Source: an optimization exercise on an open RTL-to-GDS flow (aim: a short achievable clock period and few clock cycles per item). Production flows keep margins and buffers that such runs may drop.
In this exercise RTL edits were held to simulation tests only and were not proved equivalent to the original.
Power is estimated from default activity; no workload was simulated.

==> run K <==
==> flow/design.v (excerpt) <==
module cpu_top (
    input  logic        clk,
    input  logic        rst,
    output logic [31:0] pc,
    output logic        inst_req_valid,
    input  logic        inst_req_ready,
    input  logic [31:0] instruction,
    input  logic        inst_valid,
    output logic        inst_ready,
    output logic [31:0] mem_addr,
    output logic [31:0] mem_wdata,
    output logic [3:0]  mem_wstrb,
    output logic        mem_write,
    output logic        mem_read,
    input  logic        mem_req_ready,
    input  logic [31:0] read_data,
    input  logic        read_data_valid,
    output logic        read_data_ready,
    output logic        retire_valid,
    output logic        retire_wen,
    output logic [4:0]  retire_waddr,
    output logic [31:0] retire_wdata,
    output logic [31:0] retire_pc
);
Settings: LEC_CHECK=0, CAP_MARGIN=20, CELL_PAD_IN_SITES_DETAIL_PLACEMENT=1, CELL_PAD_IN_SITES_GLOBAL_PLACEMENT=2, CORE_MARGIN=2, CORE_UTILIZATION=25, PLACE_DENSITY=0.35, SETUP_SLACK_MARGIN=4, SLEW_MARGIN=20; clock period 7.0 ns.
run.sh (not shown) runs the stock make flow with config.mk's settings and CLKGATE_MAP_FILE= SYNTH_SCRIPT=/design/flow/synth_recipe.tcl, a recipe that flattens the netlist after the stock synthesis.
==> inputs of run Y, as changes to run K <==
--- a/flow/design.v
+++ b/flow/design.v
@@ -71,11 +71,10 @@
     logic [1:0]  mf_rd, mf_wr;
     logic [31:0] q_w  [QD];    
     logic [2:0]  q_m  [QD];
     logic [QD-1:0] qt;         
     logic [2:0]  q_cnt;
-    logic [31:0] q_s1, q_s2;   
     logic [31:0] q0_nx;
     logic [31:0] dpc_q;        
     logic        fix_q;        
     logic [18:0] hi_q, hp_q, hm_q;
     logic [10:0] hjp_q, hjm_q;
@@ -253,14 +252,10 @@
             hjp_q <= dpc_q[31:21] + 11'd1;
             hjm_q <= dpc_q[31:21] - 11'd1;
         end
     end
     always_ff @(posedge clk) begin
-        if (q_pop || (q_push && !qt[0])) begin
-            q_s1 <= 32'd1 << q0_nx[19:15];
-            q_s2 <= 32'd1 << q0_nx[24:20];
-        end
         for (int i = 0; i < QD; i++) begin
             if (q_pop) begin
                 if (q_push && qt[i] && (i + 1 == QD || !qt[(i+1)%QD])) begin
                     q_w[i] <= instruction;
                     q_m[i] <= mf[mf_rd];
@@ -361,21 +356,12 @@
     end
     assign rfv[0] = '0;
     for (genvar i = 1; i < 32; i++) begin : g_rfv
         assign rfv[i] = rf_q[i];
     end
-    logic [31:0] rq1, rq2;
-    always_comb begin
-        rq1 = '0;
-        rq2 = '0;
-        for (int i = 1; i < 32; i++) begin
-            rq1 = rq1 | ({32{q_s1[i]}} & rf_q[i]);
-            rq2 = rq2 | ({32{q_s2[i]}} & rf_q[i]);
-        end
-    end
-    assign rd1 = q_ne ? rq1 : rfv[instruction[19:15]];
-    assign rd2 = q_ne ? rq2 : rfv[instruction[24:20]];
+    assign rd1 = rfv[rs1];
+    assign rd2 = rfv[rs2];
     logic c1e, c1m, c1w, c2e, c2m, c2w;
     assign c1e = e_v && e_wen && (e_rd == rs1) && (rs1 != 5'd0);
     assign c1m = m_v && m_wen && (m_rd == rs1) && (rs1 != 5'd0);
     assign c1w = w_v && w_wen && (w_rd == rs1) && (rs1 != 5'd0);
     assign c2e = e_v && e_wen && (e_rd == rs2) && (rs2 != 5'd0);
SETUP_SLACK_MARGIN = 4.5   (was 4)
==> results.txt <==
                                                                                  run Y                       run K
Count of clock tree sinks                                                          2568                        2630
Total power per unit cell area                                              415 nW/um^2                 449 nW/um^2
Clock latency (worst-skew pair)                                                 1.04 ns                     1.08 ns
Global routing usage summed across all routing layers                             34.3%                       39.3%
Number of inverters outside the clock class in the layout                           349                         344
Hold Crit Start                                               u_core.w_pc[14]$_DFFE_PN_    u_core.up_tgt[3]$_DFF_P_
Vias in the first global route                                                   109000                      129000
Sequential power share                                                            28.8%                       27.8%
Ant diodes                                                                           75                         110
Count of multi-input combinational gates                                           6526                        8024
Placement Cell Area                                                        138000 sq um                150000 sq um
Worst setup margin                                                              2.67 ns                     2.45 ns
Critical Path End                                               u_core.e_b[1]$_DFFE_PP_  u_core.tgt_q[26]$_DFFE_PP_
Sum of internal, switching and leakage power                                    76.4 mW                     83.6 mW
Simple-gate share of the synthesized area                                         10.2%                       10.7%
Maximum number of pins on one net before global-route repair                         65                          66
Lkg Pwr                                                                         66.7 nW                     66.5 nW
Power in the clock group                                                        17.7 mW                     18.4 mW
Cell Area, Synth                                                           123000 sq um                134000 sq um
Outcome                                                         complete, no violations     complete, no violations
Relative contribution of combinational cells to total power                       48.1%                       50.2%
Sequential group power                                                          22.0 mW                     23.2 mW
Die Outline Area                                                           498000 sq um                541000 sq um
Register-to-register setup slack                                                2.67 ns                     2.45 ns
Fraction of the mapped netlist area in compound gates                             16.3%                       20.6%
Worst relative slew slack                                                         10.5%                       17.1%
Buf/Inv on CP                                                                         8                           6
Testbench counts of run K, summed over its fixed seeds: cycles 26,523, instructions 24,269.
Testbench counts of run Y, summed over its fixed seeds: cycles 26,523, instructions 24,269.

re-timing with driven ports:
In the flow no input, the clock included, has a driving cell. The finished layouts below were timed again as built, in two steps.
Step 1 (the two cells are an assumption about what drives the block):
set clk [get_ports {clk}]
set_driving_cell -lib_cell sky130_fd_sc_hd__clkbuf_16 $clk
set_driving_cell -lib_cell sky130_fd_sc_hd__buf_2 [delete_from_list [all_inputs] $clk]
Step 2 moves the port delays by t, midway between the first and last clock arrival at a register: inputs arrive t later, outputs are due t later. That takes back most of the time a late clock gives input paths.
a / b / c = no drivers / after step 1 / after step 2; a / b = the first two.
| run | t, ns | slack for setup (ns) | hold WS [ns] | cell pins on the clock port's net |
|---|---|---|---|---|
| run K | 1.159 | 2.449 / 2.449 / 1.414 | 0.295 / 0.295 / 0.295 | 1 |
| run Y | 1.103 | 2.672 / 2.672 / 1.667 | 0.291 / 0.291 / 0.291 | 1 |
After both steps setup and hold are still met in every run listed. For run K, which loses most, drivers alone change the setup slack by 0.000 ns; drivers and shift together by -1.035 ns.
